Source: an optimization exercise on an open RTL-to-GDS flow (aim: small area and a short achievable clock period). Production flows keep margins and buffers that such runs may drop. RTL that was checked went through simulation tests only; none was proved equivalent to the original. For runs 1 to 6, only the layout was checked, not whether the RTL still works. Power figures rest on the tool's default switching activity, not on a simulated workload.

### flow/run.sh
#!/bin/bash
# synth_recipe.tcl (not shown) runs the flow's synth.tcl, then flattens the netlist and writes it again
# the make line also repeats each setting of config.mk as NAME=value (left out here)
make -C /OpenROAD-flow-scripts/flow DESIGN_CONFIG=/design/flow/config.mk WORK_HOME=/design/flow/orfs CLKGATE_MAP_FILE= SYNTH_SCRIPT=/design/flow/synth_recipe.tcl finish
### flow/config.mk
export PLATFORM = sky130hd
export DESIGN_NAME = spi_ram_slave_burst
export DESIGN_NICKNAME = spi_ram_slave_burst
export VERILOG_FILES = /design/flow/design.v
export SDC_FILE = /design/flow/constraint.sdc
export NUM_CORES = 4
export LEC_CHECK = 0
export ABC_CLOCK_PERIOD_IN_PS = 2200
export CAP_MARGIN = 20
export CORE_MARGIN = 2
export CORE_UTILIZATION = 40
export CTS_CLUSTER_DIAMETER = 110
export CTS_CLUSTER_SIZE = 25
export SETUP_SLACK_MARGIN = 2.3
export SLEW_MARGIN = 20
### flow/constraint.sdc
create_clock -name core_clock -period 4.4 [get_ports {clk}]
set_input_delay 0.8800 -clock core_clock [delete_from_list [all_inputs] [get_ports {clk}]]
set_output_delay 0.8800 -clock core_clock [all_outputs]
set_load 0.01 [all_outputs]
### flow/design.v
module spi_ram_slave_burst #(
  parameter int DATA_WIDTH = 8,
  parameter int ADDR_WIDTH = 8,
  parameter bit BURST_EN   = 1'b1
) (
  input  logic clk,
  input  logic rst_n,
  input  logic SS_n,
  input  logic MOSI,
  output logic MISO
);
  logic       idle_q;    
  logic       c1_q;      
  logic       c0_q;      
  logic       data_q;    
  logic [2:0] cnt_q;     
  logic [1:0] cmd_q;
  logic       cmp_q;     
  logic [7:0] rx_q;      
  logic [7:1] tx_q;      
  logic       miso_q;
  logic       rst_seen_q;  
  logic       sel2_q;      
  logic       missed_q;    
  assign MISO = miso_q;
  wire last_bit  = data_q && (cnt_q == 3'd7);
  wire act_waddr = cmp_q && (cmd_q == 2'b00);
  wire act_wdata = cmp_q && (cmd_q == 2'b01);
  wire act_raddr = cmp_q && (cmd_q == 2'b10);
  wire act_rd    = cmp_q && (cmd_q == 2'b11);
  wire act_rdata = act_rd && !SS_n;
  wire ld_next   = last_bit && (cmd_q == 2'b11);
  logic [7:0]    t_q;        
  logic [2047:0] ring_q;     
  logic [7:0] wt_q;
  logic        wpend_q;
  logic [7:0]  wbuf_q;
  logic [7:0]  ws_q;
  logic [31:0] wen_q;
  logic        wnow_q;    
  logic [7:0]  rs_q;
  logic [31:0] csel_q;
  logic        cat_q;
  logic [7:0]  pf_q;
  logic [7:0] tap_word;
  always_comb begin
    tap_word = '0;
    for (int p = 0; p < 32; p++)
      tap_word = tap_word | (ring_q[64*p +: 8] & {8{csel_q[p]}});
  end
  logic [2047:0] ring_d;
  always_comb begin
    ring_d = {ring_q[2039:0], ring_q[2047:2040]};
    for (int p = 0; p < 32; p++)
      if (wen_q[p]) ring_d[64*p +: 8] = wbuf_q;
  end
  wire [7:0] rx_slot = rx_q + t_q + 8'd1;
  logic       wpend_d;
  logic [7:0] wt_d, ws_d;
  always_comb begin
    if (rst_seen_q)     wt_d = t_q + 8'd1;
    else if (act_waddr) wt_d = rx_slot;
    else if (act_wdata) wt_d = wt_q + 8'd2;
    else                wt_d = wt_q + 8'd1;
    if (act_wdata) begin
      wpend_d = 1'b1;
      ws_d    = wt_q + 8'd2;
    end else begin
      wpend_d = wpend_q && !wnow_q;
      ws_d    = ws_q + 8'd1;
    end
  end
  logic [7:0] rs_d, cs_d;
  always_comb begin
    if (rst_seen_q)     rs_d = t_q + 8'd1;
    else if (act_raddr) rs_d = rx_slot;
    else if (act_rd)    rs_d = rs_q + 8'd2;
    else if (missed_q)  rs_d = rs_q;
    else                rs_d = rs_q + 8'd1;
    cs_d = rs_q + (sel2_q ? 8'd2 : 8'd1);
  end
  function automatic logic [31:0] port_of(input logic en, input logic [7:0] slot);
    port_of = (en && slot[2:0] == 3'd0) ? (32'd1 << slot[7:3]) : 32'd0;
  endfunction
  always_ff @(posedge clk) begin
    t_q    <= t_q + 8'd1;
    rx_q   <= {rx_q[6:0], MOSI};
    ring_q <= ring_d;
    wt_q    <= wt_d;
    wpend_q <= wpend_d;
    ws_q    <= ws_d;
    if (act_wdata) wbuf_q <= rx_q;
    wen_q   <= port_of(wpend_d, ws_d);
    wnow_q  <= wpend_d && (ws_d[2:0] == 3'd0);
    rs_q  <= rs_d;
    sel2_q   <= data_q && (cmd_q == 2'b11) && (cnt_q[2:1] == 2'b11);
    missed_q <= act_rd && SS_n;
    cat_q  <= (cs_d[2:0] == 3'd0);
    csel_q <= port_of(1'b1, cs_d);
    if (cat_q) pf_q <= tap_word;
  end
  always_ff @(posedge clk or negedge rst_n) begin
    if (!rst_n) rst_seen_q <= 1'b1;
    else        rst_seen_q <= 1'b0;
  end
  always_ff @(posedge clk or negedge rst_n) begin
    if (!rst_n) begin
      idle_q    <= 1'b1;
      c1_q      <= 1'b0;
      c0_q      <= 1'b0;
      data_q    <= 1'b0;
      cnt_q     <= '0;
      cmd_q     <= '0;
      cmp_q     <= 1'b0;
      tx_q      <= '0;
      miso_q    <= 1'b0;
    end else begin
      if (SS_n) begin
        miso_q <= 1'b0;
        tx_q   <= '0;
      end else if (act_rd) begin
        miso_q <= pf_q[7];
        tx_q   <= pf_q[6:0];
      end else begin
        miso_q <= tx_q[7];
        tx_q   <= {tx_q[6:1], 1'b0};
      end
      cmp_q <= !SS_n && last_bit;
      if (SS_n) begin
        idle_q <= 1'b1;
        c1_q   <= 1'b0;
        c0_q   <= 1'b0;
        data_q <= 1'b0;
      end else begin
        idle_q <= 1'b0;
        c1_q   <= idle_q;
        c0_q   <= c1_q;
        if (c1_q) cmd_q[1] <= MOSI;
        if (c0_q) begin
          cmd_q[0] <= MOSI;
          data_q   <= 1'b1;
          cnt_q    <= '0;
        end else if (data_q) begin
          cnt_q <= cnt_q + 3'd1;
          if (cnt_q == 3'd7 && !cmd_q[0]) data_q <= 1'b0;
        end
      end
    end
  end
endmodule
==> results of run 1 <==
what timing repair did:
item	in CTS	in global routing
pin swaps	15	14
setup buffers	12	8
gates resized for setup	31	33
cloned	3	0
setup endpoints to repair	77	70
worst register-to-register path: stages (launching register included):
cell,delay (ns)
edfxtp_1,0.41
ha_2,0.21
inv_2,0.04
fa_2,0.37
or3b_1,0.37
mux2i_2,0.21
o2bb2ai_4,0.19
nand2_2,0.13
nor2_1,0.11
stage by stage:
step / hold slack [ns] / std cells / setup slack [ns] / total power [mW] / util (%)
finish: 0.316 / 4820 / 2.30 / 30.9 / 44.1
global route: 0.317 / 4814 / 2.23 / 31.9 / 44.0
CTS: 0.316 / 4806 / 2.26 / 31.1 / 43.9
detailed placement: 0.312 / 4677 / 1.47 / 21.5 / 41.7
global placement: 0.309 / 4676 / 1.53 / 21.5 / 41.7
floorplan: 0.310 / 3110 / 2.39 / 21.2 / -
path summary, 6_finish.rpt:
check | startpoint | endpoint | slack, ns | cells after the start
worst max-delay path | rs_q[0] | csel_q[11] | 2.30 | 8
worst min-delay path | ring_q[722] | ring_q[730] | 0.32 | 0
worst max register to register | rs_q[0] | csel_q[11] | 2.30 | 8
worst min register to register | ring_q[722] | ring_q[730] | 0.32 | 0
max in group asynchronous | rst_n | cmd_q[1] | 3.19 | 1
min in group asynchronous | rst_n | miso_q | 0.65 | 1
metal layers:
metal	up-vias	wire length [um]	track usage, %
met5	-	0	0
met4	0	4220	5.75
met3	193	6650	3.16
met2	682	45900	24.5
met1	10923	49800	22.7
li1	10278	-	-
cell usage after synthesis (all sizes together), types with 3 or more instances:
master and count:
nand4 36, nor4 12, mux2i 8, nor3b 9, nand3b 3, o21a 6, clkbuf 92, nand2 44
nor3 27, xnor2 20, or4 9, nor2b 6, o21ai 19, mux2 258, buf 18, ha 17
or2 4, edfxtp 25, nand3 19, and3 3, a21oi 27, a21o 6, a211oi 5, a22oi 130
xor2 19, and2 3, inv 15, dfrtp 17, nand2b 5, dfxtp 2148, o211ai 4, nor2 58
a221oi 6
final cells by class:
cell class                      instances  area (um^2)  area share [%]
Inverter                               15         65.1           0.116
Timing Repair Buffer                   35          292           0.519
Tap cell                             1662         2080            3.70
Antenna cell                            6         15.0          0.0267
Clock buffer                          109         2510            4.48
Timing Repair inverter                  1         5.00         0.00891
Sequential cell                      2192        44200            78.8
Clock inverter                          5         77.6           0.138
Multi-Input combinational cell        795         6880            12.3
registers in the layout (all words and copies together) (netlist names), 2 cells and up:
register  count
rs_q          8
ring_q     2048
t_q           8
cnt_q         3
wbuf_q        8
pf_q          8
wt_q          8
tx_q          7
ws_q          8
wen_q        32
rx_q          8
csel_q       32
cmd_q         2
logic make-up after synthesis:
| kind of cell | Yosys count | share of synthesized area (%) |
|---|---|---|
| flip-flops | 2192 | 86.1 |
| other | 1 | 0.00730 |
| XOR/XNOR | 39 | 0.679 |
| AND/OR/NAND/NOR | 247 | 2.76 |
| multiplexers | 266 | 5.81 |
| AO/OA/AOI/OAI | 221 | 3.18 |
| adder cells (fa/ha/maj) | 19 | 0.492 |
| buffers and inverters | 125 | 0.998 |
report_power, final:
group | internal [mW] | switching (mW) | leakage, nW
Sequential | 20.1 | 0.244 | 17.8
Clock | 4.10 | 5.64 | 1.27
Combinational | 0.318 | 0.539 | 2.74
Total | 24.5 | 6.43 | 21.8
==> summary.txt, run 1 <==
Final min period 2.10 ns; CP required about 5 ns; Max stage delay on crit path roughly 0.41 ns; DRT Wirelength about 110,000 um; EDFF count, synth 25; Residual DRC 0; syn_area_per_cell around 17 um^2; Reg clk slew, reported paths about 0.10 ns; hold_buf cts 0; number of global-route vias before repair 20.8k; most frequent cells in the layout dfxtp_1, mux2_2, a22oi_1, clkbuf_16, nor2_1; Vias/cell about 4.6; Num Clock Sinks about 2.2k; RSZ-0062 raised after global routing yes; largest net degree at the start of global routing 33; CTS tree yes; worst-margin pin slew approximately 1.0 ns; Slew HR 30.7%; Synth top area share between 80% and 90%; IO buf count 4; Starting Density approximately two fifths; H-tree levels 3; Worst Clk Skew roughly 0.030 ns; Nets 3,160; CP Capture Type register; Final Setup Violations 0; slowest library cell on the worst path edfxtp_1; pwr/cell area 550 nW/um^2; Hold Crit Class reg2reg; leakage power between 20 and 25 nW; root buf cell clkbuf_16; clock buffer depth 3; register bit total from synthesis between 2k and 2.5k; First-pass DRT Iterations 6; Rows between 100 and 150; gr usage total 16.1%; antenna violations before repair 14; Net Count, Synth roughly 3.1k; FILL cells 11.1k; wire per inst between 20 and 25 um; Area Overhead vs Synth 9.32%; delay-heaviest family, CP simple AND/OR/NAND/NOR gates; achievable clock frequency roughly 0.48 GHz; crit path cell chain ha_2 -> inv_2 -> fa_2 -> or3b_1 -> mux2i_2 -> o2bb2ai_4 -> nand2_2 -> nor2_1; outcome finished clean; Vias 22.1k; Primary FF master, synth dfxtp_1; Max Cap Viol 0; gr ovfl total 0; cts bufs inserted 97; Die Ht 362 um; synth top area cells dfxtp_1, mux2_2, a22oi_1, edfxtp_1, dfrtp_1; CORE AREA around 130,000 um^2; cell taking the most area after synthesis dfxtp_1; most common cell after layout, fill and taps aside dfxtp_1; WP buf/inv 1; ratio of cells with drive above 1 in the final layout between 15 and 20%; YS warnings 1; antenna viol nets, final 0; Area after DPL roughly 53,000 um^2; largest vdd supply drop 349 uV; post-synthesis sequential area ratio between 80% and 90%; Critical Path Start Type register; synthesized area 51,400 um^2; Initial DRC Count between 2k and 2.5k; cell area after layout between 50,000 and 60,000 um^2; critical path fanouts, max 4; cell count after synthesis 3,110; Fin. Hold Viols 0; Cell variety after synth 75; Die Wd between 300 and 400 um; asr flop ratio synth less than 1%; insertion delay to the later sink of the worst-skew pair ~0.7 ns; setup TNS 0 ns; routability cong. between 0.9 and 1; global-route wire length before repair around 150,000 um; die area about 130,000 um^2; Pins Over Slew Limit 0; Crit Path Category reg2reg; post-DP HPWL around 74,000 um; IO Pins 5; CP Data Arrival Time roughly 2.7 ns; fin crit share ~48%
==> run 2: changes to the inputs <==
--- a/flow/design.v
+++ b/flow/design.v
@@ -48,3 +48,3 @@
     for (int p = 0; p < 32; p++)
-      tap_word = tap_word | (ring_q[64*p +: 8] & {8{csel_q[p]}});
+      tap_word = tap_word | ((ring_q[64*p +: 8] ^ {8{p[0]}}) & {8{csel_q[p]}});
   end
@@ -54,3 +54,3 @@
     for (int p = 0; p < 32; p++)
-      if (wen_q[p]) ring_d[64*p +: 8] = wbuf_q;
+      ring_d[64*p +: 8] = ~(wen_q[p] ? (wbuf_q ^ {8{!p[0]}}) : ring_d[64*p +: 8]);
   end
==> summary.txt, run 2 <==
CP Data Arrival Time 1.20 ns (-1.54 ns); met2 usage 23.2% (-1.3 points); Top Registers ring_q x2048, csel_q x32, wen_q x32; syn_area_per_cell 16.0 um^2 (-2.9%); most common cell in the netlist dfxtp_1; max reg flops 2,048 (unchanged); cell taking the most area after synthesis dfxtp_1; H-tree levels 3 (unchanged); number of global-route vias before repair 20.8k (+0.15%); antenna violations before repair 2 (-12); Max stage delay on crit path 0.38 ns (-0.03 ns); Initial DRC Count 1,774 (-13%); post-synthesis sequential area ratio 86.8% (+0.77 points); RSZ-0062 raised after global routing yes; achievable clock frequency 0.481 GHz (+0.85%); met3 usage 2.49% (-0.68 points); most used routing layer met2; synthesized area 50,900 um^2 (-0.88%); Fin. Hold Viols 0 (unchanged); Critical Path Start Type register; global-route wire length before repair 142,000 um (-4.8%); die area 130,000 um^2 (-0.88%); Die Wd 361 um (-0.44%); Starting Density 40.4% (+0.11 points); gr ovfl total 0 (unchanged); DRT Wirelength 99,800 um (-6.4%); root buf cell clkbuf_16; asr flop ratio synth 0.867% (unchanged); CTS tree yes; storage element area 44,200 um^2 (unchanged); most common cell after layout, fill and taps aside dfxtp_1; insertion delay to the later sink of the worst-skew pair 0.71 ns (about the same); FILL cells 11.1k (-0.16%); CP required 3.52 ns (-1.52 ns); gr usage total 15.1% (-0.99 points); largest net degree at the start of global routing 27 (-18%); CP Capture Type primary output; cts bufs inserted 97 (unchanged); Residual DRC 0 (unchanged); Net Count, Synth 3,197 (+2.0%); WP buf/inv 1 (unchanged); Primary FF master, synth dfxtp_1; First-pass DRT Iterations 5 (-1); ratio of cells with drive above 1 in the final layout 6.72% (-8.5 points); Synth top area share 84.4% (+0.75 points); Die Ht 361 um (-0.44%); synth cell count leaders dfxtp_1, mux2i_1, nor2_1; DP Worst Slack 1.54 ns (+0.0617 ns); pwr/cell area 550 nW/um^2 (about the same); Max Cap Viol 0 (unchanged); routability cong. 0.886 (-11%); IO Pins 5 (unchanged); post-DP HPWL 66,300 um (-10%); antenna viol nets, final 0 (unchanged); worst-margin pin slew 1.18 ns (+0.137 ns); leakage power 21.2 nW (-3.0%); Vias 21.7k (-1.6%); largest vdd supply drop 286 uV (-18%); Cell variety after synth 70 (-6.7%); EDFF count, synth 25 (unchanged); final worst setup slack 2.32 ns (+0.0176 ns); most frequent cells in the layout dfxtp_1, mux2i_1, clkbuf_16, nor2_1, nand2_1; outcome finished clean; critical path fanouts, max 1 (-3); clock buffer depth 3 (unchanged); Crit Path Category reg2out; YS warnings 1 (unchanged); Num Clock Sinks 2,192 (unchanged); Area Overhead vs Synth 9.84%; Hold Crit Class reg2reg; register bank with the most flops ring_q; cell count after synthesis 3,174 (+2.1%); IO buf count 4 (unchanged); delay-heaviest family, CP flip-flops; Final min period 2.08 ns (-0.0176 ns); Pins Over Slew Limit 0 (unchanged); CORE AREA 126,000 um^2 (-1.1%); Rows 130 (-0.76%); crit path cell chain buf_2; wire per inst 20.4 um (-7.9%); Worst Clk Skew 0.0346 ns (+0.00457 ns); setup TNS 0 ns (unchanged); multi-input logic area 6460 um^2 (-6.1%); fin crit share 47.2% (-0.40 points); register bit total from synthesis 2,192 (unchanged); synth top area cells dfxtp_1, mux2i_1, edfxtp_1, dfrtp_1, nor2_1; met1 Usage GRT 21.6% (-1.1 points); Vias/cell 4.43 (-3.2%); Reg clk slew, reported paths 0.09 ns (about the same); Slew HR 21.5% (-9.2 points); slowest library cell on the worst path dfrtp_1; Final Setup Violations 0 (unchanged); Nets 3,252 (+2.9%)
run 2: changes by cell type in the layout (fill, tap and decap cells not counted), moves of 31 or more:
cell and delta:
nor2_1 +41, o22ai_1 +31, mux2i_1 +254, mux2_2 -256
nand2_1 +48, inv_1 +32, a22oi_1 -118, o21ai_0 +44
run 2: layout make-up:
class,count,share of cell area (%)
clock buffers,109,4.50
repair inverters,1,0.00895
repair buffers,46,0.671
well taps,1650,3.69
diodes,5,0.0224
clock inverters,5,0.150
inverters,46,0.327
flip-flops and latches,2192,79.1
multi-input cells,845,11.5
run 2: per-layer routing:
| metal | up-vias | wire, um |
|---|---|---|
| li1 | 10398 | - |
| met1 | 10616 | 47600 |
| met2 | 518 | 43600 |
| met3 | 188 | 5100 |
| met4 | 0 | 3400 |
| met5 | - | 0 |
run 2: cell families (layout without fill, tap and decap cells):
family / Yosys count / after routing / synth area share, %
and+or+nand+nor: 304 / 305 / 2.77
xor gates and xnor gates: 45 / 45 / 0.789
other: 1 / 6 / 0.00736
AOI/OAI and AO/OA: 213 / 213 / 2.88
muxes: 262 / 262 / 5.15
buffers and inverters: 138 / 207 / 1.06
adders and majority gates: 19 / 19 / 0.496
DFF: 2192 / 2192 / 86.8
run 2: path summary, 6_finish.rpt:
path                        startpoint     endpoint  slack (ns)  cells past startpoint
min in group asynchronous        rst_n        cmp_q        0.64                      1
max                             miso_q         MISO        2.32                      1
min reg2reg                ring_q[178]  ring_q[186]        0.31                      0
min                        ring_q[178]  ring_q[186]        0.31                      0
max reg2reg                    rx_q[1]      rs_q[5]        2.33                      6
max in group asynchronous        rst_n     cmd_q[0]        3.19                      1
run 2: timing repair:
action                     CTS  global route
pin swaps                    9            11
setup endpoints to repair  110            86
hold buffers                 0             0
cloned                       1             1
setup buffers                9            22
gates resized for setup     32            38
run 2: stage by stage:
step                cells  hold slack [ns]  area, um^2  util [%]  total power [mW]
detailed placement   4747            0.312       52800      41.8              21.3
floorplan            3174            0.310       50900         -              21.1
global route         4894            0.318       55900      44.4              31.8
finish               4899            0.308       55900      44.4              30.8
global placement     4747            0.310       52800      41.8              21.3
CTS                  4871            0.314       55500      44.1              30.9
run 2: report_power, final:
part | internal [mW] | leakage [nW] | switching (mW)
Clock | 4.09 | 1.27 | 5.67
Sequential | 20.1 | 18.1 | 0.230
Combinational | 0.295 | 1.80 | 0.405
==> run 3: changes to the inputs <==
--- a/flow/design.v
+++ b/flow/design.v
@@ -72,3 +72,3 @@
   end
-  logic [7:0] rs_d, cs_d;
+  logic [7:0] rs_d;
   always_comb begin
@@ -79,6 +79,11 @@
     else                rs_d = rs_q + 8'd1;
-    cs_d = rs_q + (sel2_q ? 8'd2 : 8'd1);
   end
-  function automatic logic [31:0] port_of(input logic en, input logic [7:0] slot);
-    port_of = (en && slot[2:0] == 3'd0) ? (32'd1 << slot[7:3]) : 32'd0;
+  wire [2:0] wb_lo = act_wdata ? wt_q[2:0] : ws_q[2:0];
+  wire [4:0] wb_hi = act_wdata ? wt_q[7:3] : ws_q[7:3];
+  wire       w_at  = act_wdata ? (wb_lo == 3'd6) : (wpend_d && wb_lo == 3'd7);
+  wire       c_at  = sel2_q ? (rs_q[2:0] == 3'd6) : (rs_q[2:0] == 3'd7);
+  function automatic logic [31:0] port_after(input logic en, input logic [4:0] p);
+    logic [31:0] d;
+    d = 32'd1 << p;
+    port_after = en ? {d[30:0], d[31]} : 32'd0;
   endfunction
@@ -92,4 +97,4 @@
     if (act_wdata) wbuf_q <= rx_q;
-    wen_q   <= port_of(wpend_d, ws_d);
-    wnow_q  <= wpend_d && (ws_d[2:0] == 3'd0);
+    wen_q   <= port_after(w_at, wb_hi);
+    wnow_q  <= w_at;
     rs_q  <= rs_d;
@@ -97,4 +102,4 @@
     missed_q <= act_rd && SS_n;
-    cat_q  <= (cs_d[2:0] == 3'd0);
-    csel_q <= port_of(1'b1, cs_d);
+    cat_q  <= c_at;
+    csel_q <= port_after(c_at, rs_q[7:3]);
     if (cat_q) pf_q <= tap_word;
==> summary.txt, run 3 <==
setup TNS 0 ns (unchanged); critical path fanouts, max 1 (unchanged); YS warnings 1 (unchanged); most common cell after layout, fill and taps aside dfxtp_1; DRT Wirelength 104,000 um (+4.7%); routability cong. 0.844 (-4.7%); hold path endpoint ring_q[1626]; min-delay src ring_q[1618]; crit path cell chain buf_6; global-route wire length before repair 146,000 um (+2.3%); Reg clk slew, reported paths 0.09 ns (about the same); cell count after synthesis 3,166 (-0.25%); number of global-route vias before repair 20.5k (-1.6%); die area 130,000 um^2 (-0.22%); Max Cap Viol 0 (unchanged); Pins Over Slew Limit 0 (unchanged); Worst Clk Skew 0.0284 ns (-0.00615 ns); Cell variety after synth 75 (+7.1%); EDFF count, synth 25 (unchanged); Residual DRC 0 (unchanged); Final min period 2.26 ns (+0.187 ns); antenna violations before repair 15 (+13); largest net degree at the start of global routing 27 (unchanged); WP buf/inv 1 (unchanged); Area Overhead vs Synth 9.07%; post-DP HPWL 69,800 um (+5.3%); Initial DRC Count 1,821 (+2.6%); most frequent cells in the layout dfxtp_1, mux2i_1, nand2_1, nor2_1, clkbuf_16; syn_area_per_cell 16.1 um^2 (about the same); synth cell count leaders dfxtp_1, mux2i_1, nand2_1; insertion delay to the later sink of the worst-skew pair 0.70 ns (about the same); fin crit share 51.5% (+4.2 points); cell area after layout 55,400 um^2 (-0.91%); asr flop ratio synth 0.867% (unchanged); H-tree levels 3 (unchanged); Net Count, Synth 3,186 (-0.34%); leakage power 21.0 nW (-0.72%); register bank with the most flops ring_q; Slew HR 22.8% (+1.3 points); hold depth 0 (unchanged); max reg flops 2,048 (unchanged); IO buf count 4 (unchanged); Critical Path Start Type register; Synth top area share 84.6% (+0.19 points); slowest library cell on the worst path dfrtp_2; Die Wd 360 um (-0.11%); Starting Density 40.4% (about the same); CTS tree yes; largest vdd supply drop 296 uV (+3.5%); Hold Crit Class reg2reg; Final Setup Violations 0 (unchanged); most used routing layer met2; DP Worst Slack 1.90 ns (+0.365 ns); synthesized area 50,800 um^2 (-0.22%); hold_buf cts 0 (unchanged); register bit total from synthesis 2,192 (unchanged); gr usage total 15.8% (+0.75 points); IO Pins 5 (unchanged); Max stage delay on crit path 0.53 ns (+0.15 ns); CP Data Arrival Time 1.38 ns (+0.18 ns); Top Registers ring_q x2048, csel_q x32, wen_q x32; met1 Usage GRT 22.9% (+1.3 points); Vias/cell 4.43 (about the same); post-synthesis sequential area ratio 87.0% (+0.19 points); delay-heaviest family, CP flip-flops; FF-to-FF End rs_q[6]; First-pass DRT Iterations 7 (+2); final worst setup slack 2.14 ns (-0.187 ns); achievable clock frequency 0.442 GHz (-8.2%); CP Capture Type primary output; Num Clock Sinks 2,192 (unchanged); cts bufs inserted 97 (unchanged); Area after DPL 52,600 um^2 (-0.28%); RSZ-0062 raised after global routing yes; root buf cell clkbuf_16; clock buffer depth 3 (unchanged); reg-to-reg slack, setup 2.29 ns (-0.04 ns); Primary FF master, synth dfxtp_1; met2 usage 23.6% (+0.43 points); CP required 3.52 ns (about the same); gr ovfl total 0 (unchanged); Fin. Hold Viols 0 (unchanged); Tot Pwr 30.4 mW (-1.4%); outcome finished clean; cell taking the most area after synthesis dfxtp_1; most common cell in the netlist dfxtp_1; antenna viol nets, final 0 (unchanged); met3 usage 3.36% (+0.88 points); Vias 21.6k (-0.72%); Rows 130 (unchanged); Crit Path Category reg2out; ratio of cells with drive above 1 in the final layout 5.92% (-0.80 points); wire per inst 21.5 um (+5.4%); r2r worst-path depth 9 (+3); reg-to-reg critical path startpoint t_q[0]; Die Ht 360 um (-0.11%); CORE AREA 126,000 um^2 (-0.13%); Nets 3,213 (-1.2%); pwr/cell area 548 nW/um^2 (-0.49%); worst-margin pin slew 1.16 ns (-0.0194 ns); synth top area cells dfxtp_1, mux2i_1, edfxtp_1, dfrtp_1, nand2_1
run 3: cell types whose count changed after synthesis, moves of 5 or more:
cell,change
inv_1,-14
o21ai_0,+11
nand3_1,-6
a31oi_1,+8
nor3_1,-14
xnor2_1,-7
a21oi_1,-9
a221oi_1,-6
xor2_1,-5
nand2_1,+15
buf_6,+5
run 3: cells by family after synthesis:
group | Yosys count | share of synthesized area, %
buffers and inverters | 134 | 1.10
adders and majority gates | 16 | 0.409
muxes | 263 | 5.19
other | 1 | 0.00738
DFF | 2192 | 87.0
and+or+nand+nor | 319 | 2.97
xor gates and xnor gates | 32 | 0.551
AOI/OAI and AO/OA | 209 | 2.73
run 3: through the flow:
step | util [%] | hold slack (ns) | instances
6_report | 44.0 | 0.319 | 4865
5_1_grt | 44.0 | 0.313 | 4859
4_1_cts | 43.9 | 0.316 | 4853
3_5_place_dp | 41.8 | 0.312 | 4736
3_3_place_gp | 41.8 | 0.310 | 4736
2_1_floorplan | - | 0.310 | 3166
run 3: area by class of cell:
cell class | instances | area [um^2]
inverters | 38 | 190
repair buffers | 23 | 184
well taps | 1650 | 2060
clock buffers | 112 | 2570
diodes | 6 | 15.0
fillers | 11212 | 70500
clock inverters | 3 | 26.3
flip-flops and latches | 2192 | 44300
multi-input cells | 841 | 6130
run 3: worst max-delay path by stage:
stage | cells past startpoint | startpoint | slack, ns | to
2_1_floorplan | 9 | t_q[0] | 2.36 | rs_q[6]
3_3_place_gp | 6 | cmd_q[0] | 1.95 | wen_q[14]
3_5_place_dp | 6 | cmd_q[0] | 1.90 | wen_q[10]
4_1_cts | 1 | miso_q | 2.10 | MISO
5_1_grt | 1 | miso_q | 2.10 | MISO
6_report | 1 | miso_q | 2.14 | MISO
run 3: per-layer routing:
layer | share of wire, % | vias up
met5 | 0.016 | -
met4 | 2.8 | 4
met3 | 5.9 | 146
met2 | 42 | 496
met1 | 49 | 10583
li1 | - | 10335
run 3: what timing repair did:
action | 4_1_cts | 5_1_grt
setup endpoints to repair | 42 | 51
cloned | 1 | 0
pin swaps | 1 | 12
gates resized for setup | 24 | 26
setup buffers | 1 | 6
run 3: where the power goes:
group | internal [mW] | switching (mW) | total [mW]
Sequential | 20.0 | 0.159 | 20.2
Combinational | 0.165 | 0.242 | 0.407
Clock | 4.15 | 5.62 | 9.76
==> run 4: changes to the inputs <==
--- a/flow/config.mk
+++ b/flow/config.mk
@@ -7,3 +7,3 @@
 export LEC_CHECK = 0
-export ABC_CLOCK_PERIOD_IN_PS = 2200
+export ABC_CLOCK_PERIOD_IN_PS = 2000
 export CAP_MARGIN = 20
@@ -13,3 +13,3 @@
 export CTS_CLUSTER_SIZE = 25
-export SETUP_SLACK_MARGIN = 2.3
+export SETUP_SLACK_MARGIN = 2.6
 export SLEW_MARGIN = 20
==> summary.txt, run 4 <==
cell-internal power 24.4 mW (+0.12%); max reg flops 2,048 (unchanged); synth cell count leaders dfxtp_1, mux2i_1, nand2_1; Logic pwr share 1.6% (+0.3 points); clock buffer depth 3 (unchanged); leakage power 21.6 nW (+2.7%); global-route wire length before repair 148,000 um (+1.2%); Critical Path Start Type register; antenna violations before repair 12 (-3); Vias 21.9k (+1.5%); Tot Pwr 30.5 mW (+0.53%); cell count after synthesis 3,166 (unchanged); RSZ-0062 raised after global routing yes; Vias/cell 4.42 (-0.20%); clock share of power 32.2% (about the same); Primary FF master, synth dfxtp_1; Max stage delay on crit path 0.53 ns (about the same); most common cell in the netlist dfxtp_1; r2r worst-path depth 9 (unchanged); sw power 6.15 mW (+2.2%); gr usage total 16.1% (+0.24 points); critical path fanouts, max 1 (unchanged); largest vdd supply drop 339 uV (+14%); Pins Over Slew Limit 0 (unchanged); asr flop ratio synth 0.867% (unchanged); Hold Crit Class reg2reg; Die Ht 360 um (unchanged); Cell variety after synth 75 (unchanged); Max Cap Viol 0 (unchanged); Top Registers ring_q x2048, csel_q x32, wen_q x32; cell area after layout 56,700 um^2 (+2.3%); worst-margin pin slew 1.15 ns (-0.00766 ns); post-synthesis sequential area ratio 87.0% (unchanged); Net Count, Synth 3,186 (unchanged); CORE AREA 126,000 um^2 (unchanged); YS warnings 1 (unchanged); Area after DPL 52,600 um^2 (about the same); IO Pins 5 (unchanged); outcome finished clean; Stages on worst setup path 1 (unchanged); gr ovfl total 0 (unchanged); Final Setup Violations 0 (unchanged); crit path cell chain buf_6; routability cong. 0.866 (+2.6%); root buf cell clkbuf_16; sw frac 20.2% (+0.32 points); CP required 3.52 ns (about the same); slowest library cell on the worst path dfrtp_2; FILL cells 11.0k (-1.7%); achievable clock frequency 0.434 GHz (-1.7%); synthesized area 50,800 um^2 (unchanged); delay-heaviest family, CP flip-flops; pwr/cell area 538 nW/um^2 (-1.7%); fin crit share 52.4% (+0.91 points); most common cell after layout, fill and taps aside dfxtp_1; Slew HR 23.4% (+0.62 points); Nets 3,296 (+2.6%); most frequent cells in the layout dfxtp_1, mux2i_1, nand2_1, clkbuf_16, nor2_1; DRT Wirelength 106,000 um (+1.6%); syn_area_per_cell 16.1 um^2 (unchanged); hold depth 0 (unchanged); Flop pwr share 66.1% (-0.4 points); Die Wd 360 um (unchanged); antenna viol nets, final 0 (unchanged); H-tree levels 3 (unchanged); Fin. Hold Viols 0 (unchanged); synth top area cells dfxtp_1, mux2i_1, edfxtp_1, dfrtp_1, nand2_1; WP buf/inv 1 (unchanged); First-pass DRT Iterations 5 (-2); cell taking the most area after synthesis dfxtp_1; cts bufs inserted 98 (+1.0%); Worst Clk Skew 0.0371 ns (+0.00870 ns); Rows 130 (unchanged); Initial DRC Count 1,998 (+9.7%); Starting Density 40.4% (unchanged); IO buf count 4 (unchanged); EDFF count, synth 25 (unchanged); CP Data Arrival Time 1.42 ns (+0.04 ns); post-DP HPWL 70,900 um (+1.6%); Reg clk slew, reported paths 0.10 ns (about the same); insertion delay to the later sink of the worst-skew pair 0.71 ns (about the same); Residual DRC 0 (unchanged); Num Clock Sinks 2,192 (unchanged); CP Capture Type primary output; wire per inst 21.4 um (-0.11%); Synth top area share 84.6% (unchanged); largest net degree at the start of global routing 27 (unchanged); ratio of cells with drive above 1 in the final layout 11.3% (+5.3 points); Final min period 2.30 ns (+0.0400 ns); die area 130,000 um^2 (unchanged); Area Overhead vs Synth 11.6%; Crit Path Category reg2out; setup TNS 0 ns (unchanged); register bit total from synthesis 2,192 (unchanged); CTS tree yes; register bank with the most flops ring_q; number of global-route vias before repair 20.5k (+0.36%)
==> run 4: cell counts after synthesis <==
No cell type changed its count.
==> run 4: logic make-up after synthesis <==
| kind of cell | synth area share (%) |
|---|---|
| simple gates | 2.97 |
| buf+inv | 1.10 |
| flops | 87.0 |
| compound gates | 2.73 |
| mux | 5.19 |
| xor+xnor | 0.551 |
| other cells | 0.00738 |
| fa+ha+maj | 0.409 |
==> run 4: stage by stage <==
step                hold slack, ns  instances  utilization [%]  setup WS, ns
finish                       0.316       4949             45.0          2.10
global route                 0.325       4946             45.0          2.06
CTS                          0.323       4925             44.7          2.06
detailed placement           0.312       4738             41.8          1.82
global placement             0.310       4738             41.8          1.93
floorplan                    0.310       3166                -          2.55
==> run 4: path summary, 6_finish.rpt <==
check / startpoint / to / slack (ns)
max: miso_q / MISO / 2.10
min: ring_q[799] / ring_q[807] / 0.32
max reg2reg: t_q[0] / rs_q[6] / 2.33
min reg2reg: ring_q[799] / ring_q[807] / 0.32
max in group asynchronous: rst_n / miso_q / 3.20
min in group asynchronous: rst_n / data_q / 0.64
==> run 4: cell type report <==
cell class	count	area (um^2)	share of cell area (%)
flip-flops and latches	2192	44300	78.2
multi-input cells	841	6520	11.5
clock buffers	111	2530	4.47
well taps	1650	2060	3.64
repair buffers	104	910	1.60
inverters	38	224	0.395
clock inverters	9	108	0.190
repair inverters	1	8.76	0.0154
diodes	3	7.51	0.0132
==> run 4: power by group through the flow <==
stage	Clock, mW	Sequential, mW	Combinational, mW
after CTS	10.1	20.2	0.454
after global routing	10.8	20.2	0.553
after detailed placement	0	20.6	0.398
after global placement	0	20.6	0.397
final	9.84	20.2	0.502
after floorplan	0	20.6	0.320
==> run 4: routing by layer <==
layer,global-route usage [%],routed length (um)
met5,0,0
met3,2.76,5650
met2,24.0,45300
met1,23.7,52100
met4,5.02,3050
==> run 4: timing repair <==
| item | CTS | global route |
|---|---|---|
| gates cloned | 2 | 0 |
| setup buffers | 65 | 21 |
| endpoints found under the hold margin | 0 | 0 |
| gates resized for setup | 138 | 61 |
| hold buffers | 0 | 0 |
| pin swaps | 37 | 36 |
| setup endpoints to repair | 95 | 71 |
==> run 5: changes to the inputs <==
--- a/flow/design.v
+++ b/flow/design.v
@@ -37,3 +37,2 @@
   logic [7:0]  wbuf_q;
-  logic [7:0]  ws_q;
   logic [31:0] wen_q;
@@ -58,15 +57,9 @@
   logic       wpend_d;
-  logic [7:0] wt_d, ws_d;
+  logic [7:0] wt_d;
   always_comb begin
-    if (rst_seen_q)     wt_d = t_q + 8'd1;
-    else if (act_waddr) wt_d = rx_slot;
-    else if (act_wdata) wt_d = wt_q + 8'd2;
-    else                wt_d = wt_q + 8'd1;
-    if (act_wdata) begin
-      wpend_d = 1'b1;
-      ws_d    = wt_q + 8'd2;
-    end else begin
-      wpend_d = wpend_q && !wnow_q;
-      ws_d    = ws_q + 8'd1;
-    end
+    if (rst_seen_q && !wpend_q) wt_d = t_q + 8'd1;
+    else if (act_waddr)         wt_d = rx_slot;
+    else if (act_wdata)         wt_d = wt_q + 8'd2;
+    else                        wt_d = wt_q + 8'd1;
+    wpend_d = act_wdata || (wpend_q && !wnow_q);
   end
@@ -80,5 +73,3 @@
   end
-  wire [2:0] wb_lo = act_wdata ? wt_q[2:0] : ws_q[2:0];
-  wire [4:0] wb_hi = act_wdata ? wt_q[7:3] : ws_q[7:3];
-  wire       w_at  = act_wdata ? (wb_lo == 3'd6) : (wpend_d && wb_lo == 3'd7);
+  wire       w_at  = act_wdata ? (wt_q[2:0] == 3'd6) : (wpend_d && wt_q[2:0] == 3'd7);
   wire       c_at  = sel2_q ? (rs_q[2:0] == 3'd6) : (rs_q[2:0] == 3'd7);
@@ -95,5 +86,4 @@
     wpend_q <= wpend_d;
-    ws_q    <= ws_d;
     if (act_wdata) wbuf_q <= rx_q;
-    wen_q   <= port_after(w_at, wb_hi);
+    wen_q   <= port_after(w_at, wt_q[7:3]);
     wnow_q  <= w_at;
@@ -107,4 +97,4 @@
   always_ff @(posedge clk or negedge rst_n) begin
-    if (!rst_n) rst_seen_q <= 1'b1;
-    else        rst_seen_q <= 1'b0;
+    if (!rst_n)        rst_seen_q <= 1'b1;
+    else if (!wpend_q) rst_seen_q <= 1'b0;
   end
==> summary.txt, run 5 <==
outcome finished clean; Synth top area share 85.3% (+0.67 points); delay-heaviest family, CP flip-flops; Die Ht 358 um (-0.57%); Vias 21.6k (-1.3%); Area after DPL 52,200 um^2 (-0.78%); most frequent cells in the layout dfxtp_1, mux2i_1, clkbuf_16, buf_4, nand2_1; reg-to-reg critical path startpoint t_q[0]; CP required 3.52 ns (about the same); synth top area cells dfxtp_1, mux2i_1, edfxtp_1, dfrtp_1, clkbuf_1; CP Data Arrival Time 1.28 ns (-0.14 ns); synth cell count leaders dfxtp_1, mux2i_1, clkbuf_1; Reg clk slew, reported paths 0.10 ns (about the same); H-tree levels 3 (unchanged); gr usage total 15.8% (-0.27 points); sw frac 20.7% (+0.52 points); Die Wd 358 um (-0.57%); Primary FF master, synth dfxtp_1; RSZ-0062 raised after global routing yes; CP Capture Type primary output; Vias/cell 4.45 (+0.65%); most common cell after layout, fill and taps aside dfxtp_1; Net Count, Synth 3,097 (-2.8%); cell count after synthesis 3,076 (-2.8%); register bank with the most flops ring_q; cell area after layout 55,800 um^2 (-1.5%); routability cong. 0.817 (-5.7%); cell-internal power 24.5 mW (+0.49%); ratio of cells with drive above 1 in the final layout 9.97% (-1.3 points); Rows 130 (unchanged); min-delay src ring_q[783]; Flop pwr share 66.0% (about the same); hold path endpoint ring_q[791]; YS warnings 1 (unchanged); final worst setup slack 2.24 ns (+0.146 ns); largest vdd supply drop 322 uV (-5.1%); wire per inst 21.0 um (-2.0%); fin crit share 49.1% (-3.3 points); Cell variety after synth 62 (-17%); Final Setup Violations 0 (unchanged); setup TNS 0 ns (unchanged); DRT Wirelength 102,000 um (-3.9%); Nets 3,203 (-2.8%); global-route wire length before repair 144,000 um (-2.7%); Initial DRC Count 1,861 (-6.9%); CORE AREA 125,000 um^2 (-0.65%); Final min period 2.16 ns (-0.146 ns); achievable clock frequency 0.463 GHz (+6.7%); root buf cell clkbuf_16; hold_buf cts 0 (unchanged); post-DP HPWL 63,000 um (-11%); cell taking the most area after synthesis dfxtp_1; WP buf/inv 1 (unchanged); reg-to-reg slack, setup 2.36 ns (+0.03 ns); leakage power 21.3 nW (-1.3%); Layout Cells excl Fill 4,854 (-1.9%); Starting Density 40.2% (-0.21 points); clock buffer depth 3 (unchanged); Top Registers ring_q x2048, csel_q x32, wen_q x32; Critical Path Start Type register; Placed Cells 4,668 (-1.5%); critical path fanouts, max 1 (unchanged); CTS tree yes; Max stage delay on crit path 0.43 ns (-0.10 ns); antenna violations before repair 10 (-2); Crit Path Category reg2out; Max Cap Viol 0 (unchanged); Slew HR 17.2% (-6.2 points); Hold Crit Class reg2reg; most common cell in the netlist dfxtp_1; Stages on worst setup path 1 (unchanged); pwr/cell area 553 nW/um^2 (+2.7%); FF-to-FF End rs_q[6]; hold depth 0 (unchanged); insertion delay to the later sink of the worst-skew pair 0.71 ns (about the same); First-pass DRT Iterations 5 (unchanged); post-synthesis sequential area ratio 87.7% (+0.70 points); largest net degree at the start of global routing 27 (unchanged); IO Pins 5 (unchanged); clock share of power 31.5% (-0.7 points); Num Clock Sinks 2,184 (-0.36%); EDFF count, synth 25 (unchanged); die area 128,000 um^2 (-1.1%); Worst Clk Skew 0.0436 ns (+0.00648 ns); cts bufs inserted 97 (-1.0%); Fin. Hold Viols 0 (unchanged); synthesized area 50,200 um^2 (-1.2%); number of global-route vias before repair 20.3k (-1.2%); r2r worst-path depth 9 (unchanged); DP Worst Slack 1.88 ns (+0.0580 ns); Area Overhead vs Synth 11.2%; Residual DRC 0 (unchanged); Logic pwr share 2.5% (+0.9 points); antenna viol nets, final 0 (unchanged); syn_area_per_cell 16.3 um^2 (+1.7%); Pins Over Slew Limit 0 (unchanged); IO buf count 4 (unchanged); asr flop ratio synth 0.870% (+0.0032 points); register bit total from synthesis 2,184 (-0.36%); max reg flops 2,048 (unchanged); worst-margin pin slew 1.24 ns (+0.0911 ns); gr ovfl total 0 (unchanged); crit path cell chain buf_2; slowest library cell on the worst path dfrtp_1; sw power 6.38 mW (+3.7%)
## run 5: cell count changes after synthesis, sizes merged, moves of 5 or more
cell,previous run,this run
o21ai,73,43
nand2,107,79
nor2,103,79
buf,17,5
xnor2,22,10
a22oi,10,21
dfxtp,2148,2140
clkbuf,79,86
nor3,17,23
nand3,16,11
nor3b,7,2
or4,7,2
## run 5: kinds of logic after synthesis
| logic type | after synthesis | share of synthesized area [%] |
|---|---|---|
| buffers and inverters | 124 | 0.937 |
| AOI/OAI and AO/OA | 199 | 2.68 |
| xor gates and xnor gates | 20 | 0.349 |
| and+or+nand+nor | 268 | 2.57 |
| muxes | 264 | 5.29 |
| adders and majority gates | 17 | 0.438 |
| DFF | 2184 | 87.7 |
## run 5: power groups by stage
stage	Combinational [mW]	Sequential, mW	Clock, mW
after floorplan	0.567	20.6	0
after global placement	0.614	20.8	0
after detailed placement	0.627	20.8	0
after CTS	0.702	20.4	9.97
after global routing	0.831	20.4	10.7
final	0.760	20.4	9.72
## run 5: how the worst max path moves through the flow
stage / startpoint / endpoint
3_5_place_dp: cmd_q[0] / wen_q[9]
6_report: miso_q / MISO
5_1_grt: miso_q / MISO
3_3_place_gp: cmd_q[0] / wt_q[7]
2_1_floorplan: t_q[0] / rs_q[6]
4_1_cts: miso_q / MISO
## run 5: worst reg2reg max path: stages (launching register included)
cell and delay [ns]:
dfxtp_4 0.37, inv_4 0.06, ha_4 0.13, inv_2 0.04, fa_2 0.36, a211oi_2 0.24, o21bai_1 0.09, a21oi_2 0.18
mux2i_1 0.25, o41ai_2 0.09
## run 5: what timing repair did
item,CTS,global route
setup endpoints to repair,75,52
gates resized for setup,84,41
pin swaps,19,22
setup buffers,37,28
cloned,0,0
## run 5: through the flow
stage / util [%] / hold slack (ns) / power, mW
final: 44.6 / 0.297 / 30.9
after global routing: 44.6 / 0.309 / 31.9
after CTS: 44.3 / 0.304 / 31.0
after detailed placement: 41.8 / 0.312 / 21.5
after global placement: 41.8 / 0.310 / 21.5
after floorplan: - / 0.310 / 21.2
## run 5: cell type report
class	count	area, um^2
Antenna cell	4	10.0
Clock buffer	110	2520
Clock inverter	7	93.8
Fill cell	10815	69200
Inverter	33	186
Multi-Input combinational cell	768	5980
Sequential cell	2184	44100
Tap cell	1650	2060
Timing Repair Buffer	98	868
## run 5: metal layers
metal | wire, um | vias up | track usage (%) | part of all wire, %
met5 | 12 | - | 0 | 0.012
met4 | 3790 | 2 | 5.56 | 3.7
met3 | 5570 | 169 | 2.85 | 5.5
met2 | 42500 | 576 | 23.0 | 42
met1 | 50100 | 10638 | 23.5 | 49
li1 | - | 10226 | - | -
==> run 6: changes to the inputs <==
==> flow/flow/run.sh (new file) <==
#!/bin/bash
# The standard layout, with the I/O pins placed together (flow/io_constraints.tcl).
set -euo pipefail
export IO_CONSTRAINTS="$PWD/flow/io_constraints.tcl"
bash standard.sh > standard.log 2>&1
==> flow/flow/io_constraints.tcl (new file) <==
# Keep the I/O pins together in the middle of the left edge, so that the MISO
# flip-flop and the input logic sit next to their pins.
set_io_pin_constraint -pin_names {rst_n SS_n MOSI MISO clk} -region left:150-210
set_io_pin_constraint -group -order -pin_names {rst_n SS_n MOSI MISO clk}
==> flow/standard.sh (new file) <==
#!/bin/bash
# synth_recipe.tcl (not shown) runs the flow's synth.tcl, then flattens the netlist and writes it again
# the make line also repeats each setting of config.mk as NAME=value (left out here)
make -C /OpenROAD-flow-scripts/flow DESIGN_CONFIG=/design/flow/config.mk WORK_HOME=/design/flow/orfs CLKGATE_MAP_FILE= SYNTH_SCRIPT=/design/flow/synth_recipe.tcl "${@:-finish}"
removed: flow/run.sh
==> summary.txt, run 6 <==
largest net degree at the start of global routing 27 (unchanged); Cell variety after synth 62 (unchanged); clock buffer depth 3 (unchanged); CP Data Arrival Time 1.24 ns (-0.04 ns); CP Capture Type primary output; Synth top area share 85.3% (unchanged); ratio of cells with drive above 1 in the final layout 8.51% (-1.5 points); cell taking the most area after synthesis dfxtp_1; cts bufs inserted 97 (unchanged); routability cong. 0.929 (+14%); Die Ht 358 um (unchanged); number of global-route vias before repair 20.6k (+1.5%); insertion delay to the later sink of the worst-skew pair 0.71 ns (about the same); First-pass DRT Iterations 7 (+2); crit path cell chain buf_2; Net Count, Synth 3,097 (unchanged); CORE AREA 125,000 um^2 (unchanged); setup TNS 0 ns (unchanged); synth top area cells dfxtp_1, mux2i_1, edfxtp_1, dfrtp_1, clkbuf_1; IO Pins 5 (unchanged); Nets 3,164 (-1.2%); post-DP HPWL 70,300 um (+12%); Worst Clk Skew 0.0463 ns (+0.00268 ns); Top Registers ring_q x2048, csel_q x32, wen_q x32; CTS tree yes; Critical Path Start Type register; synthesized area 50,200 um^2 (unchanged); delay-heaviest family, CP flip-flops; synth cell count leaders dfxtp_1, mux2i_1, clkbuf_1; Primary FF master, synth dfxtp_1; RSZ-0062 raised after global routing yes; global-route wire length before repair 146,000 um (+1.8%); most common cell after layout, fill and taps aside dfxtp_1; post-synthesis sequential area ratio 87.7% (unchanged); worst-margin pin slew 1.12 ns (-0.122 ns); Max stage delay on crit path 0.41 ns (-0.02 ns); max reg flops 2,048 (unchanged); Flop pwr share 65.8% (-0.2 points); register bit total from synthesis 2,184 (unchanged); Slew HR 25.3% (+8.1 points); asr flop ratio synth 0.870% (unchanged); Num Clock Sinks 2,184 (unchanged); outcome finished clean; CP required 3.52 ns (about the same); YS warnings 1 (unchanged); IO buf count 4 (unchanged); leakage power 21.1 nW (-0.93%); antenna viol nets, final 0 (unchanged); hold_buf cts 0 (unchanged); WP buf/inv 1 (unchanged); largest vdd supply drop 363 uV (+13%); die area 128,000 um^2 (unchanged); min-delay src ring_q[170]; Vias 21.6k (+0.093%); reg-to-reg critical path startpoint t_q[0]; Die Wd 358 um (unchanged); Final min period 2.12 ns (-0.0348 ns); Vias/cell 4.49 (+0.90%); wire per inst 21.7 um (+3.2%); most common cell in the netlist dfxtp_1; antenna violations before repair 11 (+1); Pins Over Slew Limit 0 (unchanged); pwr/cell area 557 nW/um^2 (+0.85%); gr ovfl total 0 (unchanged); Hold Crit Class reg2reg; DRT Wirelength 104,000 um (+2.4%); H-tree levels 3 (unchanged); Final Setup Violations 0 (unchanged); fin crit share 48.3% (-0.79 points); cell-internal power 24.5 mW (+0.25%); clock share of power 31.6% (about the same); Crit Path Category reg2out; critical path fanouts, max 1 (unchanged); Starting Density 40.2% (unchanged); cell count after synthesis 3,076 (unchanged); syn_area_per_cell 16.3 um^2 (unchanged); gr usage total 16.1% (+0.26 points); root buf cell clkbuf_16; sw frac 20.7% (+0.073 points); sw power 6.42 mW (+0.69%); Rows 130 (unchanged); register bank with the most flops ring_q; Residual DRC 0 (unchanged); EDFF count, synth 25 (unchanged); Fin. Hold Viols 0 (unchanged); Logic pwr share 2.5% (about the same); achievable clock frequency 0.471 GHz (+1.6%); Hold WS 0.312 ns (+0.0148 ns); slowest library cell on the worst path dfrtp_1; critical path startpoint miso_q; Max Cap Viol 0 (unchanged); Area Overhead vs Synth 10.6%; FILL cells 10.9k (+0.91%); Reg clk slew, reported paths 0.10 ns (about the same); most frequent cells in the layout dfxtp_1, mux2i_1, clkbuf_16, nand2_1, nor2_1; Initial DRC Count 1,905 (+2.4%)
[run 6: cell counts after synthesis]
No cell type changed its count.
[run 6: what timing repair did]
action / 4_1_cts / 5_1_grt
pin swaps: 22 / 29
hold endpoints to repair: 0 / 0
setup buffers: 20 / 15
setup endpoints to repair: 87 / 59
gates resized for setup: 66 / 61
[run 6: layout make-up]
type	instances	area (um^2)	area share, %
antenna	4	10.0	0.0180
clock buffer	112	2550	4.58
clock inverter	5	85.1	0.153
inverter	33	171	0.309
multi-input combinational	768	6050	10.9
sequential	2184	44100	79.4
tap	1650	2060	3.72
timing repair buffer	59	522	0.939
[run 6: final timing paths]
path / to / slack [ns] / cells past startpoint
worst min register to register: ring_q[178] / 0.31 / 0
min in group asynchronous: miso_q / 0.68 / 1
worst max-delay path: MISO / 2.28 / 1
max in group asynchronous: cmd_q[0] / 3.14 / 1
worst max register to register: rs_q[6] / 2.35 / 9
worst min-delay path: ring_q[178] / 0.31 / 0
[run 6: cells by family (layout without fill, tap and decap cells)]
kind of cell	after synthesis	count (layout)	share of synthesized area, %
compound gates	199	199	2.68
xor+xnor	20	20	0.349
fa+ha+maj	17	17	0.438
buf+inv	124	209	0.937
flops	2184	2184	87.7
mux	264	264	5.29
other cells	0	4	0
simple gates	268	268	2.57
[run 6: power by group through the flow]
stage	Clock, mW	Sequential, mW	Combinational, mW
finish	9.80	20.4	0.789
global route	10.7	20.4	0.859
CTS	10.0	20.4	0.700
detailed placement	0	20.8	0.636
global placement	0	20.8	0.628
floorplan	0	20.6	0.567
[run 6: per-stage QoR]
step	area, um^2	power, mW	instances	utilization (%)	setup WS [ns]
6_report	55600	31.0	4815	44.4	2.28
5_1_grt	55600	32.0	4811	44.4	2.23
4_1_cts	55200	31.1	4796	44.1	2.24
3_5_place_dp	52200	21.5	4659	41.7	1.80
3_3_place_gp	52200	21.5	4659	41.7	1.91
2_1_floorplan	50200	21.2	3076	-	2.50
[run 6: routing by layer]
layer / wire [um] / global-route usage, % / vias up / part of all wire (%)
li1: - / - / 10133 / -
met1: 48900 / 22.7 / 10716 / 47
met2: 46200 / 25.1 / 584 / 44
met3: 5510 / 2.58 / 198 / 5.3
met4: 3890 / 5.50 / 0 / 3.7
met5: 0 / 0 / - / 0
[run 6: worst register-to-register path: stages, from the launching register on]
cell and delay [ns]:
dfxtp_4 0.36, inv_4 0.06, ha_4 0.13, inv_2 0.04, fa_2 0.38, a211oi_2 0.23
o21bai_1 0.09, a21oi_2 0.19, mux2i_1 0.10, o41ai_1 0.27
==> run 7: changes to the inputs <==
--- a/flow/design.v
+++ b/flow/design.v
@@ -23,3 +23,2 @@
   logic       sel2_q;      
-  logic       missed_q;    
   assign MISO = miso_q;
@@ -69,4 +68,3 @@
     else if (act_raddr) rs_d = rx_slot;
-    else if (act_rd)    rs_d = rs_q + 8'd2;
-    else if (missed_q)  rs_d = rs_q;
+    else if (act_rdata) rs_d = rs_q + 8'd2;
     else                rs_d = rs_q + 8'd1;
@@ -91,3 +89,2 @@
     sel2_q   <= data_q && (cmd_q == 2'b11) && (cnt_q[2:1] == 2'b11);
-    missed_q <= act_rd && SS_n;
     cat_q  <= c_at;
==> summary.txt, run 7 <==
asr flop ratio synth 0.870% (about the same); Net Count, Synth 3,109 (+0.39%); RSZ-0062 raised after global routing yes; Cell variety after synth 66 (+6.5%); register bank with the most flops ring_q; ratio of cells with drive above 1 in the final layout 11.8% (+3.3 points); Reg clk slew, reported paths 0.10 ns (about the same); post-DP HPWL 63,900 um (-9.1%); IO Pins 5 (unchanged); gr ovfl total 0 (unchanged); register bit total from synthesis 2,183 (-0.046%); Vias 21.6k (-0.24%); Max Cap Viol 0 (unchanged); syn_area_per_cell 16.3 um^2 (-0.38%); Hold WS 0.307 ns (-0.00468 ns); Placed Cells 4,668 (+0.19%); FF-to-FF End rs_q[6]; Primary FF master, synth dfxtp_1; Num Clock Sinks 2,183 (-0.046%); pwr/cell area 554 nW/um^2 (-0.65%); Synth top area share 85.5% (+0.23 points); number of global-route vias before repair 20.4k (-1.1%); routability cong. 0.848 (-8.7%); Area Overhead vs Synth 12.0%; cts bufs inserted 98 (+1.0%); CP Data Arrival Time 1.22 ns (-0.02 ns); DRT Wirelength 101,000 um (-3.6%); reg-to-reg critical path startpoint t_q[0]; EDFF count, synth 18 (-28%); Initial DRC Count 1,681 (-12%); hold depth 0 (unchanged); Final Setup Violations 0 (unchanged); most frequent cells in the layout dfxtp_1, mux2i_1, clkbuf_16, buf_4, nand2_1; H-tree levels 3 (unchanged); largest vdd supply drop 292 uV (-19%); cell count after synthesis 3,088 (+0.39%); post-synthesis sequential area ratio 87.5% (-0.19 points); Max stage delay on crit path 0.39 ns (-0.02 ns); cell taking the most area after synthesis dfxtp_1; wire per inst 20.6 um (-4.9%); CP Capture Type primary output; CORE AREA 125,000 um^2 (unchanged); Starting Density 40.2% (about the same); Hold Crit Class reg2reg; Final min period 2.10 ns (-0.0274 ns); reg-to-reg slack, setup 2.39 ns (+0.04 ns); Slew HR 21.7% (-3.6 points); global-route wire length before repair 142,000 um (-2.7%); crit path cell chain buf_6; insertion delay to the later sink of the worst-skew pair 0.70 ns (about the same); gr usage total 15.6% (-0.50 points); IO buf count 4 (unchanged); max reg flops 2,048 (unchanged); most common cell in the netlist dfxtp_1; die area 128,000 um^2 (about the same); outcome finished clean; Top Registers ring_q x2048, csel_q x32, wen_q x32; Worst Clk Skew 0.0312 ns (-0.0151 ns); worst-margin pin slew 1.17 ns (+0.0539 ns); Vias/cell 4.42 (-1.6%); delay-heaviest family, CP flip-flops; Critical Path Start Type register; synth top area cells dfxtp_1, mux2i_1, edfxtp_1, dfrtp_1, nand2_1; CTS tree yes; min-delay src ring_q[1651]; largest net degree at the start of global routing 27 (unchanged); synth cell count leaders dfxtp_1, mux2i_1, nand2_1; CP required 3.52 ns (about the same); fin crit share 47.7% (-0.62 points); root buf cell clkbuf_16; final worst setup slack 2.30 ns (+0.0274 ns); slowest library cell on the worst path dfrtp_1; achievable clock frequency 0.477 GHz (+1.3%); Rows 130 (unchanged); hold path endpoint ring_q[1659]; antenna viol nets, final 0 (unchanged); Layout Cells excl Fill 4,880 (+1.3%); setup TNS 0 ns (unchanged); Tot Pwr 31.2 mW (+0.62%); Pins Over Slew Limit 0 (unchanged); Residual DRC 0 (unchanged); WP buf/inv 1 (unchanged); r2r worst-path depth 9 (unchanged); Fin. Hold Viols 0 (unchanged); cell area after layout 56,300 um^2 (+1.3%); clock buffer depth 3 (unchanged); Core Util, Final 45.0% (+0.57 points); Crit Path Category reg2out; Die Wd 358 um (about the same); critical path fanouts, max 1 (unchanged); YS warnings 1 (unchanged); synthesized area 50,200 um^2 (about the same); Nets 3,229 (+2.1%); Die Ht 358 um (about the same); antenna violations before repair 4 (-7); leakage power 21.6 nW (+2.3%); First-pass DRT Iterations 5 (-2); FILL cells 10.8k (-1.3%); DP Worst Slack 1.49 ns (-0.311 ns); Area after DPL 52,100 um^2 (about the same); most common cell after layout, fill and taps aside dfxtp_1
## run 7: cell count changes after synthesis, sizes merged, moves of 7 or more
cell | before | now
nand2 | 79 | 88
or4 | 2 | 10
a22oi | 21 | 11
clkbuf | 86 | 79
a21oi | 25 | 10
o22ai | 35 | 28
edfxtp | 25 | 18
buf | 5 | 14
o21ai | 43 | 71
## run 7: cell type report
cell class              instances  area (um^2)  area share (%)
multi-input cells             778         6200            11.0
clock inverters                 7          109           0.193
well taps                    1650         2060            3.67
clock buffers                 113         2570            4.57
diodes                          2         5.00         0.00889
inverters                      34          203           0.360
flip-flops and latches       2183        44100            78.3
repair buffers                113         1050            1.86
## run 7: worst max-delay path by stage
stage	from	endpoint	slack, ns	cells past startpoint
finish	miso_q	MISO	2.30	1
detailed placement	SS_n	rs_q[7]	1.49	7
global route	miso_q	MISO	2.25	1
floorplan	SS_n	rs_q[7]	2.25	7
CTS	miso_q	MISO	2.25	1
global placement	SS_n	rs_q[7]	1.54	7
## run 7: repair_timing
action	in CTS	in global routing
hold buffers	0	0
gates resized for setup	113	97
endpoints found under the setup margin	52	59
cloned	1	0
buffers inserted	62	27
pin swaps	20	33
## run 7: layer usage
metal / vias to the layer above / share of wire [%] / global-route usage [%]
li1: 10251 / - / -
met1: 10613 / 50 / 23.5
met2: 555 / 42 / 22.8
met3: 161 / 5.3 / 2.48
met4: 0 / 3.0 / 5.03
met5: - / 0 / 0
## run 7: report_power, final
group          internal [mW]  switching [mW]
sequential              20.0           0.332
clock                   4.19            5.69
combinational          0.424           0.505
## run 7: kinds of logic after synthesis
| kind of cell | count (synthesis) | synth area share [%] |
|---|---|---|
| flip-flops | 2183 | 87.5 |
| AND/OR/NAND/NOR | 285 | 2.78 |
| multiplexers | 270 | 5.40 |
| AO/OA/AOI/OAI | 187 | 2.47 |
| buffers and inverters | 127 | 1.03 |
| XOR/XNOR | 19 | 0.331 |
| adder cells (fa/ha/maj) | 17 | 0.438 |
==> run 8: changes to the inputs <==
--- a/flow/config.mk
+++ b/flow/config.mk
@@ -10,6 +10,6 @@
 export CORE_MARGIN = 2
-export CORE_UTILIZATION = 40
-export CTS_CLUSTER_DIAMETER = 110
-export CTS_CLUSTER_SIZE = 25
-export SETUP_SLACK_MARGIN = 2.6
+export CORE_UTILIZATION = 55
+export CTS_CLUSTER_DIAMETER = 90
+export CTS_CLUSTER_SIZE = 30
+export SETUP_SLACK_MARGIN = 2.4
 export SLEW_MARGIN = 20
==> summary.txt, run 8 <==
outcome finished clean; Final min period 2.07 ns (-0.0266 ns); Top Registers ring_q x2048, csel_q x32, wen_q x32; CP required 3.52 ns (about the same); CP Data Arrival Time 1.19 ns (-0.03 ns); crit path cell chain buf_2; register bank with the most flops ring_q; most common cell in the netlist dfxtp_1; Net Count, Synth 3,109 (unchanged); synthesized area 50,200 um^2 (unchanged); Cell variety after synth 66 (unchanged); most frequent cells in the layout dfxtp_1, mux2i_1, nand2_1, clkbuf_16, nor2_1; YS warnings 1 (unchanged); CORE AREA 90,300 um^2 (-28%); antenna viol nets, final 0 (unchanged); Layout Cells excl Fill 4,308 (-12%); Reg clk slew, reported paths 0.11 ns (about the same); gr ovfl total 0 (unchanged); setup TNS 0 ns (unchanged); Max stage delay on crit path 0.38 ns (about the same); clock buffer depth 3 (unchanged); Initial DRC Count 1,793 (+6.7%); Crit Path Category reg2out; Tot Pwr 30.2 mW (-3.0%); largest vdd supply drop 352 uV (+20%); IO buf count 4 (unchanged); die area 93,800 um^2 (-27%); EDFF count, synth 18 (unchanged); number of global-route vias before repair 20.9k (+2.5%); Synth top area share 85.5% (unchanged); post-DP HPWL 67,100 um (+5.0%); IO Pins 5 (unchanged); Vias 21.5k (-0.60%); leakage power 20.8 nW (-3.6%); ratio of cells with drive above 1 in the final layout 5.79% (-6.0 points); Hold WS 0.312 ns (+0.00549 ns); wire per inst 23.6 um (+14%); antenna violations before repair 9 (+5); asr flop ratio synth 0.870% (unchanged); largest net degree at the start of global routing 32 (+19%); Vias/cell 4.98 (+13%); Area Overhead vs Synth 7.46%; storage element area 44,000 um^2 (-0.16%); fin crit share 47.0% (-0.61 points); cts bufs inserted 83 (-15%); root buf cell clkbuf_16; Rows 110 (-15%); delay-heaviest family, CP flip-flops; most used routing layer met1; Worst Clk Skew 0.0338 ns (+0.00265 ns); met1 Usage GRT 32.1% (+8.6 points); Max Cap Viol 0 (unchanged); synth cell count leaders dfxtp_1, mux2i_1, nand2_1; cell count after synthesis 3,088 (unchanged); CTS tree yes; pwr/cell area 560 nW/um^2 (+1.1%); WP buf/inv 1 (unchanged); Primary FF master, synth dfxtp_1; Critical Path Start Type register; achievable clock frequency 0.483 GHz (+1.3%); routability cong. 0.897 (+5.7%); CP Capture Type primary output; cell taking the most area after synthesis dfxtp_1; synth top area cells dfxtp_1, mux2i_1, edfxtp_1, dfrtp_1, nand2_1; Starting Density 55.6% (+15 points); First-pass DRT Iterations 6 (+1); Residual DRC 0 (unchanged); H-tree levels 3 (unchanged); Die Ht 306 um (-15%); FILL cells 6,897 (-36%); RSZ-0062 raised after global routing yes; met3 usage 4.56% (+2.1 points); Placed Cells 4,190 (-10%); gr usage total 21.6% (+6.0 points); worst-margin pin slew 1.21 ns (+0.0412 ns); max reg flops 2,048 (unchanged); hold_buf cts 0 (unchanged); multi-input logic area 5810 um^2 (-6.3%); Final Setup Violations 0 (unchanged); DRT Wirelength 101,000 um (+0.81%); post-synthesis sequential area ratio 87.5% (unchanged); register bit total from synthesis 2,183 (unchanged); most common cell after layout, fill and taps aside dfxtp_1; Nets 3,131 (-3.0%); met2 usage 32.1% (+9.3 points); insertion delay to the later sink of the worst-skew pair 0.68 ns (-0.02 ns); slowest library cell on the worst path dfrtp_1; global-route wire length before repair 144,000 um (+1.1%); Fin. Hold Viols 0 (unchanged); Die Wd 306 um (-15%); critical path fanouts, max 1 (unchanged); Slew HR 19.0% (-2.8 points); Num Clock Sinks 2,183 (unchanged); Pins Over Slew Limit 0 (unchanged); syn_area_per_cell 16.3 um^2 (unchanged); Hold Crit Class reg2reg
[run 8: logic make-up (layout without fill, tap and decap cells)]
family                     Yosys count  count (layout)  share of synthesized area (%)
xor gates and xnor gates            19              19                          0.331
and+or+nand+nor                    285             285                           2.78
AOI/OAI and AO/OA                  187             187                           2.47
buffers and inverters              127             167                           1.03
adders and majority gates           17              17                          0.438
muxes                              270             270                           5.40
other                                0               4                              0
DFF                               2183            2183                           87.5
[run 8: what timing repair did]
action / CTS / global route
endpoints found under the setup margin: 12 / 31
pin swaps: 6 / 8
setup buffers: 5 / 5
resized for setup: 25 / 20
hold endpoints to repair: 0 / 0
gates cloned: 1 / 0
[run 8: routing by layer]
metal,vias up,share of wire [%]
met2,605,42
met5,-,0
met1,10590,48
met4,0,3.3
met3,194,5.9
li1,10062,-
[run 8: final timing paths]
path,from,endpoint,slack [ns],cells after the start
setup / recovery,miso_q,MISO,2.33,1
hold / removal,ring_q[489],ring_q[497],0.31,0
setup reg to reg,csel_q[3],pf_q[3],2.36,4
hold reg to reg,ring_q[489],ring_q[497],0.31,0
max in group asynchronous,rst_n,tx_q[2],3.19,1
min in group asynchronous,rst_n,data_q,0.69,1
[run 8: power breakdown]
group	leakage, nW	switching [mW]	internal (mW)
Combinational	1.73	0.431	0.327
Clock	1.13	5.49	3.65
Sequential	17.9	0.310	20.0
[run 8: layout make-up]
class / instances / share of cell area (%)
Sequential cell: 2183 / 81.5
Multi-Input combinational cell: 778 / 10.8
Clock buffer: 97 / 4.10
Tap cell: 1176 / 2.73
Timing Repair Buffer: 30 / 0.426
Inverter: 34 / 0.267
Clock inverter: 6 / 0.178
Antenna cell: 4 / 0.0185
[run 8: per-stage QoR]
stage / util, % / area, um^2 / setup slack, ns
floorplan: - / 50300 / 2.25
global placement: 57.0 / 51500 / 1.50
detailed placement: 57.0 / 51500 / 1.53
CTS: 59.7 / 53900 / 2.28
global route: 59.8 / 54000 / 2.27
finish: 59.8 / 54000 / 2.33

## what the ideal ports hide
No port has a modelled driver above. Below, the same layouts with a new extraction and two added sets of constraints.
Step 1 sets driving cells, clkbuf_16 on the clock port and buf_2 on the other inputs (assumed; they add their load-dependent delay and slew).
Step 2 adds t to the input delays and takes it off the output delays; t is the mean of the earliest and latest rising clock arrival at the registers after step 1. Input paths then give back, and output paths get back, about the clock's delay inside the block.
Slacks: ideal ports / drivers / drivers and shift; pairs: ideal ports / drivers.
| run | t, ns | setup WS [ns] | hold slack, ns | latest minus earliest clock arrival (ns) | worst slew at a driven data input, ns |
|---|---|---|---|---|---|
| run 1 | 0.763 | 2.305 / 2.240 / 2.033 | 0.316 / 0.316 / 0.316 | 0.032 / 0.032 | 0.03 |
| run 2 | 0.760 | 2.322 / 2.253 / 2.038 | 0.308 / 0.308 / 0.308 | 0.039 / 0.039 | 0.03 |
| run 3 | 0.750 | 2.136 / 2.066 / 2.029 | 0.319 / 0.319 / 0.319 | 0.031 / 0.031 | 0.03 |
| run 4 | 0.752 | 2.096 / 2.030 / 2.064 | 0.316 / 0.316 / 0.316 | 0.039 / 0.038 | 0.03 |
| run 5 | 0.752 | 2.241 / 2.177 / 2.024 | 0.297 / 0.297 / 0.297 | 0.045 / 0.045 | 0.03 |
| run 6 | 0.741 | 2.276 / 2.216 / 2.024 | 0.312 / 0.312 / 0.312 | 0.048 / 0.048 | 0.03 |
| run 7 | 0.738 | 2.303 / 2.249 / 1.991 | 0.307 / 0.307 / 0.307 | 0.047 / 0.046 | 0.03 |
| run 8 | 0.718 | 2.330 / 2.277 / 1.792 | 0.312 / 0.312 / 0.312 | 0.040 / 0.039 | 0.03 |
After both steps every run listed still meets setup and hold. The setup slack of run 8, which loses most, moves by -0.053 ns with the drivers and by -0.538 ns with both steps.
